This design comes from an exercise in tuning for small area, a short achievable clock period and few clock cycles per item on the open sky130 flow, not from production work.
The RTL was checked by simulation tests, not by an equivalence proof against the original design.
Power figures rest on the tool's default switching activity, not on a simulated workload.

## run A
==> flow/design.v (excerpt) <==
module round_robin_time_slice_scheduler #(
    parameter int MAX_TASKS = 8
) (
    input  logic        i_clk,
    input  logic        i_rst_n,
    input  logic        i_in_valid,
    output logic        o_in_ready,
    input  logic [1:0]  i_in_action,
    input  logic [2:0]  i_in_slot,
    input  logic [7:0]  i_in_burst,
    input  logic [15:0] i_in_arrival,
    output logic        o_out_valid,
    input  logic        i_out_ready,
    output logic [2:0]  o_out_ran_slot,
    output logic        o_out_idle,
    output logic        o_out_completed,
    output logic [15:0] o_out_completion_time,
    output logic        o_out_all_done,
    input  logic        psel,
    input  logic        penable,
    input  logic        pwrite,
    input  logic [2:0]  paddr,
    input  logic [31:0] pwdata,
    output logic [31:0] prdata,
    output logic        pready
);
For scale: roughly 2100 cells after synthesis, about 370 flip-flops, ~130 I/O pins, roughly 19000 µm² of cells after synthesis.
Settings: LEC_CHECK=0, ABC_AREA=1, CAP_MARGIN=20, CORE_MARGIN=2, CORE_UTILIZATION=40, CTS_CLUSTER_DIAMETER=80, CTS_CLUSTER_SIZE=20, SLEW_MARGIN=20; clock period 10.0 ns.
standard.sh (not shown) runs the stock make flow with config.mk's settings and CLKGATE_MAP_FILE= SYNTH_SCRIPT=/design/flow/synth_recipe.tcl, a recipe that flattens the netlist after the stock synthesis.
==> flow/flow/run.sh <==
#!/bin/bash
set -euo pipefail
bash standard.sh SETUP_SLACK_MARGIN=7 "BUFFER_PORTS_ARGS=-buffer_cell sky130_fd_sc_hd__buf_2" finish > standard_flow.log 2>&1
Testbench counts of run A, summed over its fixed seeds: cycles 6,637, items 6,509.
The following lists how run B was set up differently from run A:
Settings: a change of CORE_UTILIZATION from 40 to 62.
## What came out
- Combinational logic power: run B vs run A up about 4%
- When the final numbers for run A and run B were put side by side, the global-route usage turned out to be greater in run B.
- Relative to run A, worst path arrival time has gone up in run B.
- Compared with run A, in run B sequential share of layout area increased by 0.87 points relative to the old numbers; routed length on met2 -590 µm.
- Run B vs run A — fmax climbed slightly
[inputs] run C vs run B
Settings: swapping 62 for 70 in CORE_UTILIZATION.
Run C went all the way through the flow, and no timing, DRC or antenna check failed. Number of gates on the worst path with buffers counted (lower): run C. Comparing run C and run B, the higher worst setup slack was measured on run B. [run C vs run B] cell area after layout: lower in run C. Compared with run B, run C shows number of buffers outside the clock class in the layout that has gone down by more than 10%. Biggest cell delay along the critical path | run C above run B. Going from run B to run C, number of optimization iterations in the first detailed-route pass has increased, worst hold slack has increased, area occupied by multi-input gates has decreased. Run C vs. run B: final cell count went down by 56. In run C relative to run B, aggregate routed wire length had gone up slightly. Relative to run B, sequential share of power has decreased by 0.4 points in run C.

========
round_robin_time_slice_scheduler, a different RTL version from the one above (not shown whole).
For scale: about 2000 cells after synthesis, about 360 flip-flops, about 19000 sq um of cells after synthesis.
==> flow/config.mk <==
export PLATFORM = sky130hd
export DESIGN_NAME = round_robin_time_slice_scheduler
export DESIGN_NICKNAME = round_robin_time_slice_scheduler
export VERILOG_FILES = /design/flow/design.v
export SDC_FILE = /design/flow/constraint.sdc
export NUM_CORES = 4
export LEC_CHECK = 0
export ABC_AREA = 1
export CAP_MARGIN = 20
export CORE_MARGIN = 2
export CORE_UTILIZATION = 55
export CTS_CLUSTER_DIAMETER = 80
export CTS_CLUSTER_SIZE = 20
export SLEW_MARGIN = 20
export TNS_END_PERCENT = 30
==> flow/constraint.sdc <==
create_clock -name core_clock -period 10.0 [get_ports {i_clk}]
set_input_delay 2.0000 -clock core_clock [delete_from_list [all_inputs] [get_ports {i_clk}]]
set_output_delay 2.0000 -clock core_clock [all_outputs]
set_load 0.01 [all_outputs]
Scripts as last shown in full above: flow/flow/run.sh
The starting point completed with no timing, DRC or antenna violations.
Testbench counts at the start, summed over its fixed seeds: cycles 6,637, items 6,509.
Rerun with:
==> flow/flow/run.sh (replaced) <==
#!/bin/bash
set -euo pipefail
bash standard.sh SETUP_SLACK_MARGIN=6.85 "BUFFER_PORTS_ARGS=-buffer_cell sky130_fd_sc_hd__buf_2" finish > standard_flow.log 2>&1
--- a/flow/config.mk
+++ b/flow/config.mk
@@ -15 +14,0 @@
-export TNS_END_PERCENT = 30
After rerunning:
- area after synthesis is unchanged
- first-iteration DRC count came out lower by 4.7%
- final area went down by 6.3%
- wire length went down by 3.6%
- flip-flop and latch count stays the same
- worst setup slack is worse by 0.072 ns
- register-to-register slack hardly moves
- synthesized cell count is unchanged
- non-clock buffer count fell by 69
- clock-buffer cell count drops by 1
Rerun with:
==> flow/flow/run.sh (replaced) <==
#!/bin/bash
set -euo pipefail
bash standard.sh SETUP_SLACK_MARGIN=7.2 "BUFFER_PORTS_ARGS=-buffer_cell sky130_fd_sc_hd__buf_2" finish > standard_flow.log 2>&1
Effect: The changed run completed with no timing, DRC or antenna violations. Critical path depth drops by 10. Sequential power is about the same. First-iteration DRC count goes up by a few percent. Clock power hardly moves.
Rerun with:
==> flow/flow/run.sh (replaced) <==
#!/bin/bash
set -euo pipefail
bash standard.sh SETUP_SLACK_MARGIN=7 "BUFFER_PORTS_ARGS=-buffer_cell sky130_fd_sc_hd__buf_2" finish > standard_flow.log 2>&1
--- a/flow/config.mk
+++ b/flow/config.mk
@@ -14,0 +15 @@
+export TNS_END_PERCENT = 10
Clock-buffer cell count drops by 6.
Area after synthesis does not change.
Hold slack is better by 0.011 ns.
Core utilization drops by 3.4 points.
Setup slack is worse by 0.037 ns.
Fmax drops by 1.2%.
Cell count drops by 2.6%.
Design area drops by 5.1%.
Clock skew climbs by 0.0045 ns.
Register-to-register slack is worse by 0.08 ns.
Via count drops by 2.7%.

## static timing again, ports no longer ideal
In the flow no input, the clock included, has a driving cell. The finished layouts below were timed again as built, in two steps.
Step 1 sets driving cells, clkbuf_16 on the clock port and buf_2 on the other inputs (assumed; they add their load-dependent delay and slew).
Step 2 times the ports against the registers' clock, not the clock port: input delays grow and output delays shrink by t, the midpoint of the rising clock arrivals with the driver on.
a / b / c = ideal ports / drivers / drivers and shift; a / b = the first two.
run	shift t [ns]	slack for setup (ns)	hold slack, ns	worst setup path after step 2	pins driven straight from the clock port
run A	0.624	6.839 / 6.802 / 6.246	0.443 / 0.443 / 0.443	input to register	1
run B	0.597	6.870 / 6.842 / 6.308	0.410 / 0.410 / 0.410	input to register	1
run C	0.605	6.793 / 6.826 / 6.221	0.429 / 0.429 / 0.429	input to register	1
the first run of note 2	0.617	6.856 / 6.828 / 6.252	0.407 / 0.407 / 0.407	input to register	1
the second run of note 2	0.603	6.784 / 6.795 / 6.192	0.414 / 0.414 / 0.414	input to register	1
the third run of note 2	0.611	6.876 / 6.821 / 6.347	0.393 / 0.393 / 0.393	input to register	1
the fourth run of note 2	0.611	6.839 / 6.788 / 6.247	0.404 / 0.404 / 0.404	input to register	1
After both steps setup and hold are still met in every run listed. For the first run of note 2, which loses most, drivers alone change the setup slack by -0.028 ns; drivers and shift together by -0.604 ns.
